Source: an optimization exercise on an open RTL-to-GDS flow (aim: small area and a short achievable clock period). Production flows keep margins and buffers that such runs may drop. Where RTL was checked, it was by simulation tests only, not by an equivalence proof against the original. No activity file was given, so power comes from the tool's default toggle rates.

## try-indigo
## obstacle_field
module obstacle_field #(
    parameter int NUM_OBSTACLES = 10,
    parameter int SCROLL_SPEED  = 4
) (
    input  logic                                                   clk,
    input  logic                                                   rst_n,
    input  logic [1:0]                                             gamemode,
    output logic [playfield_pkg::score_bits-1:0]                   score,
    output logic [NUM_OBSTACLES-1:0][playfield_pkg::x_bits-1:0]    box_left,
    output logic [NUM_OBSTACLES-1:0][playfield_pkg::x_bits-1:0]    box_right,
    output logic [NUM_OBSTACLES-1:0][playfield_pkg::y_bits-1:0]    box_top,
    output logic [NUM_OBSTACLES-1:0][playfield_pkg::y_bits-1:0]    box_bottom
);
export LEC_CHECK = 0
export CAP_MARGIN = 0
export CORE_MARGIN = 2
export CORE_UTILIZATION = 65
export CTS_BUF_LIST = sky130_fd_sc_hd__clkbuf_16
export CTS_CLUSTER_DIAMETER = 80
export CTS_CLUSTER_SIZE = 30
export SLEW_MARGIN = 0
create_clock -name core_clock -period 13.0 [get_ports {clk}]
standard.sh (not shown) runs the stock make flow with config.mk's settings and CLKGATE_MAP_FILE= SYNTH_SCRIPT=/design/flow/synth_recipe.tcl, a recipe that flattens the netlist after the stock synthesis.
==> flow/flow/run.sh <==
#!/bin/bash
# Standard layout, with the smallest buffer on every port, timing repair
# aiming at a shorter period than the constraint asks, and the tie cells of
# the constant outputs paired (one conb_1 drives a HI and a LO port).
set -euo pipefail
export BUFFER_PORTS_ARGS="-buffer_cell sky130_fd_sc_hd__buf_1"
export SETUP_SLACK_MARGIN=8.85
results="$PWD/orfs/results/sky130hd/obstacle_field/base"
bash standard.sh "$results/3_3_place_gp.odb" > standard_place.log 2>&1
TIE_ODB="$results/3_3_place_gp.odb" openroad -no_init -no_splash -exit flow/merge_ties.tcl > merge_ties.log 2>&1
bash standard.sh > standard.log 2>&1
==> flow/flow/merge_ties.tcl <==
# Pair the tie cells that each drive one constant output port: one conb_1 has
# both a HI and a LO pin, so each LO tie cell's port moves to the LO pin of the
# nearest HI tie cell, and the emptied cell is removed.
set odb_file $::env(TIE_ODB)
read_db $odb_file
set block [ord::get_db_block]

proc port_xy {net} {
  set bt [lindex [$net getBTerms] 0]
  set bb [$bt getBBox]
  return [list [expr {([$bb xMin] + [$bb xMax]) / 2}] [expr {([$bb yMin] + [$bb yMax]) / 2}]]
}

set his {}
set los {}
foreach inst [$block getInsts] {
  if {[[$inst getMaster] getName] ne "sky130_fd_sc_hd__conb_1"} { continue }
  set hnet [[$inst findITerm HI] getNet]
  set lnet [[$inst findITerm LO] getNet]
  if {$hnet ne "NULL" && $lnet eq "NULL" && [llength [$hnet getBTerms]] == 1 && [llength [$hnet getITerms]] == 1} {
    lappend his [list $inst [port_xy $hnet]]
  } elseif {$lnet ne "NULL" && $hnet eq "NULL" && [llength [$lnet getBTerms]] == 1 && [llength [$lnet getITerms]] == 1} {
    lappend los [list $inst [port_xy $lnet]]
  }
}
puts "tie cells: [llength $his] HI, [llength $los] LO"

set merged 0
foreach lo $los {
  lassign $lo linst lxy
  set best -1
  set bestd 0
  set i 0
  foreach hi $his {
    lassign $hi hinst hxy
    set d [expr {abs([lindex $hxy 0] - [lindex $lxy 0]) + abs([lindex $hxy 1] - [lindex $lxy 1])}]
    if {$best < 0 || $d < $bestd} { set best $i; set bestd $d }
    incr i
  }
  if {$best < 0} { break }
  set hinst [lindex [lindex $his $best] 0]
  set his [lreplace $his $best $best]
  set it [$linst findITerm LO]
  set net [$it getNet]
  $it disconnect
  [$hinst findITerm LO] connect $net
  odb::dbInst_destroy $linst
  incr merged
  puts "merged [$net getName] at distance [expr {$bestd / 1000.0}] um"
}
puts "merged $merged tie cells"
write_db $odb_file
Setup changes, try-indigo to try-amber
- a change of CORE_UTILIZATION from 65 to 60
diff --git a/flow/flow/run.sh b/flow/flow/run.sh
--- a/flow/flow/run.sh
+++ b/flow/flow/run.sh
@@ -7 +7 @@
-export SETUP_SLACK_MARGIN=8.85
+export SETUP_SLACK_MARGIN=8.8
Results
Maximum frequency: try-indigo vs try-amber — no meaningful difference. Summary of the comparison: largest stage delay on the critical path is higher in try-amber, relative to try-indigo. On worst hold margin, try-amber and try-indigo are neck and neck. From try-indigo to try-amber the numbers moved as follows: floorplan die area rose by about 8%; layout buffering overhead excluding clock cells dropped 0.66 points. Lower width of the chip was reported by try-indigo, not try-amber.
## Diff of input files: try-violet against try-amber
- setting PLACE_DENSITY to 0.7 for the first time
Core occupancy in the finished layout across try-violet and try-amber: no real change.
Re portion of total power attributed to the clock network: try-amber was lower than try-violet.
Comparing try-violet against try-amber, there is no change at all in die height.
From try-amber to try-violet the numbers moved as follows: flip-flop and latch area flat; global-route wire length before repair flat; share of cell area taken by multi-input logic gates shows no meaningful change.
Setup changes, try-violet to try-harbor
- a change of CORE_UTILIZATION from 60 to 65
- an added TNS_END_PERCENT of 30
- a deleted PLACE_DENSITY that had been 0.7
Findings:
try-harbor | status: complete | timing, DRC, antenna: pass
try-harbor ended with less growth of design area from synthesis to finish than try-violet.
Comparing initial antenna violation count for try-violet and try-harbor, the bigger number came from try-violet.
On first-pass GRT wire length, try-violet tracks try-harbor almost exactly.
In the flow results for try-violet and try-harbor, the wire length is larger on try-harbor.
When try-harbor is measured against try-violet, its register-to-register path setup slack turns out 0.03 ns higher.
Cell total after placement was higher in try-violet than in try-harbor.
The source of the critical timing path comes out obstacle_slots_inst.visible[3] in one run and obstacle_slots_inst.visible[5] in the other, namely in try-violet and try-harbor respectively.


Another version of the RTL of obstacle_field (not shown whole).
Size: ~1700 cells after synthesis, ~390 flip-flops, roughly 400 I/O pins, roughly 19000 µm² of cells after synthesis.
export LEC_CHECK = 0
export CAP_MARGIN = 20
export CORE_MARGIN = 2
export CORE_UTILIZATION = 60
export CTS_BUF_LIST = sky130_fd_sc_hd__clkbuf_8
export CTS_CLUSTER_DIAMETER = 60
export CTS_CLUSTER_SIZE = 20
export SLEW_MARGIN = 20
create_clock -name core_clock -period 13.0 [get_ports {clk}]
==> flow/flow/run.sh <==
#!/bin/bash
# Standard layout, with the smallest buffer on every port and timing repair
# aiming at a shorter period than the constraint asks.
set -euo pipefail
export BUFFER_PORTS_ARGS="-buffer_cell sky130_fd_sc_hd__buf_1"
export SETUP_SLACK_MARGIN=8.8
bash standard.sh > standard.log 2>&1
The baseline completed with no timing, DRC or antenna violations.
Next try:
--- a/flow/flow/run.sh
+++ b/flow/flow/run.sh
@@ -6 +6 @@
-export SETUP_SLACK_MARGIN=8.8
+export SETUP_SLACK_MARGIN=8.6
- CTS_CLUSTER_DIAMETER: 60 -> unset
- CTS_CLUSTER_SIZE: 20 -> unset
Global-route usage climbs by 0.31 points. Power climbs by 10%. Sequential cell count is unchanged. Worst setup slack loses 88 ps. Wire length hardly moves. Worst hold slack loses 6.6 ps. Die area stays the same. Synthesized area does not change. Sequential share of layout area drops by 0.92 points. Cell count climbs by 2.2%. Final area climbs by 1.4%.
Function was not checked in any run of this note: the RTL went through the layout flow alone.


Setup of v33:
RTL: one of the versions met above, not the one the previous note started from.
For scale: about 1,600 cells after synthesis, ~370 flip-flops.
==> flow/design.v (excerpt) <==
module obstacle_field #(
    parameter int NUM_OBSTACLES = 10,
    parameter int SCROLL_SPEED  = 4
) (
    input  logic                                                   clk,
    input  logic                                                   rst_n,
    input  logic [1:0]                                             gamemode,
    output logic [playfield_pkg::score_bits-1:0]                   score,
    output logic [NUM_OBSTACLES-1:0][playfield_pkg::x_bits-1:0]    box_left,
    output logic [NUM_OBSTACLES-1:0][playfield_pkg::x_bits-1:0]    box_right,
    output logic [NUM_OBSTACLES-1:0][playfield_pkg::y_bits-1:0]    box_top,
    output logic [NUM_OBSTACLES-1:0][playfield_pkg::y_bits-1:0]    box_bottom
);
clock: 13.0 ns
lec_check: 0
cap_margin: 0
core_margin: 2
core_utilization: 65
cts_buf_list: sky130_fd_sc_hd__clkbuf_16
cts_cluster_diameter: 80
cts_cluster_size: 30
slew_margin: 0
tns_end_percent: 0
==> flow/flow/run.sh <==
#!/bin/bash
# Standard layout, with the smallest buffer on every port, timing repair
# aiming at a shorter period than the constraint asks, and the tie cells of
# the constant outputs paired (one conb_1 drives a HI and a LO port).
set -euo pipefail
export BUFFER_PORTS_ARGS="-buffer_cell sky130_fd_sc_hd__buf_1"
export SETUP_SLACK_MARGIN=8.8
results="$PWD/orfs/results/sky130hd/obstacle_field/base"
bash standard.sh "$results/3_3_place_gp.odb" > standard_place.log 2>&1
TIE_ODB="$results/3_3_place_gp.odb" openroad -no_init -no_splash -exit flow/merge_ties.tcl > merge_ties.log 2>&1
bash standard.sh > standard.log 2>&1
Scripts as last shown in full above: flow/flow/merge_ties.tcl
v33 closes out successfully: all stages finished, all timing, DRC and antenna checks passed.
Inputs modified between v33 and v46:
Settings: TNS_END_PERCENT no longer set, was 0.
--- outcome ---
- v46 finished every stage and its layout cleared the timing, design-rule and antenna checks.
- met1 track demand over resource in global routing for v46: 0.47 points up relative to v33
- On slack of the critical path: v46 sits above v33.
- Summary — total track usage, v46 relative to v33: higher, by 1.5 points.
#### Input delta (v47 over v46)
Settings: SLEW_MARGIN: 0 -> 20; CAP_MARGIN: 0 -> 20; CORE_UTILIZATION: 65 -> 60.
--- a/flow/flow/run.sh
+++ b/flow/flow/run.sh
@@ -5,5 +5,5 @@
 set -euo pipefail
 export BUFFER_PORTS_ARGS="-buffer_cell sky130_fd_sc_hd__buf_1"
-export SETUP_SLACK_MARGIN=8.8
+export SETUP_SLACK_MARGIN=9.0
 results="$PWD/orfs/results/sky130hd/obstacle_field/base"
 bash standard.sh "$results/3_3_place_gp.odb" > standard_place.log 2>&1
### Flow results
- Of the two values seen for launching element of the worst setup path, obstacle_slots_inst.visible[6] was produced by v47 and obstacle_slots_inst.visible[1] by v46.
- v46 consumes less power than v47.
- Met1 track utilization from global routing: v47 vs v46 down 2.3 points
- v47 against v46: instance area after placement comparable; global-route track usage on met2 now larger; wire length now larger.
- On v47: setup slack is 0.13 ns lower than what v46 gave.

==> what the ideal ports hide <==
No port has a modelled driver above. Below, the same layouts with a new extraction and two added sets of constraints. Step 1 sets driving cells, clkbuf_16 on the clock port and buf_2 on the other inputs (assumed; they add their load-dependent delay and slew). Step 2 times the ports against the registers' clock, not the clock port: input delays grow and output delays shrink by t, the midpoint of the rising clock arrivals with the driver on. Three values: no drivers, after step 1, after step 2; two values: the first two.
run	t, ns	setup WS [ns]	worst hold slack (ns)	worst slew at a driven data input, ns
try-indigo	0.575	8.832 / 8.783 / 8.635	0.369 / 0.369 / 0.369	0.05
try-amber	0.570	8.820 / 8.767 / 8.576	0.367 / 0.367 / 0.367	0.05
try-violet	0.577	8.806 / 8.757 / 8.483	0.381 / 0.381 / 0.381	0.05
try-harbor	0.574	8.762 / 8.713 / 8.433	0.369 / 0.369 / 0.369	0.05
the first run of note 2	0.656	8.779 / 8.732 / 8.405	0.389 / 0.389 / 0.389	0.03
the second run of note 2	0.653	8.691 / 8.642 / 8.312	0.382 / 0.382 / 0.382	0.03
v33	0.571	8.709 / 8.660 / 8.433	0.369 / 0.369 / 0.369	0.05
v46	0.575	8.830 / 8.780 / 8.466	0.375 / 0.375 / 0.375	0.05
v47	0.574	8.702 / 8.649 / 8.623	0.368 / 0.368 / 0.368	0.05
After both steps every run listed still meets setup and hold. For the second run of note 2, which loses most, drivers alone change the setup slack by -0.049 ns; drivers and shift together by -0.379 ns.
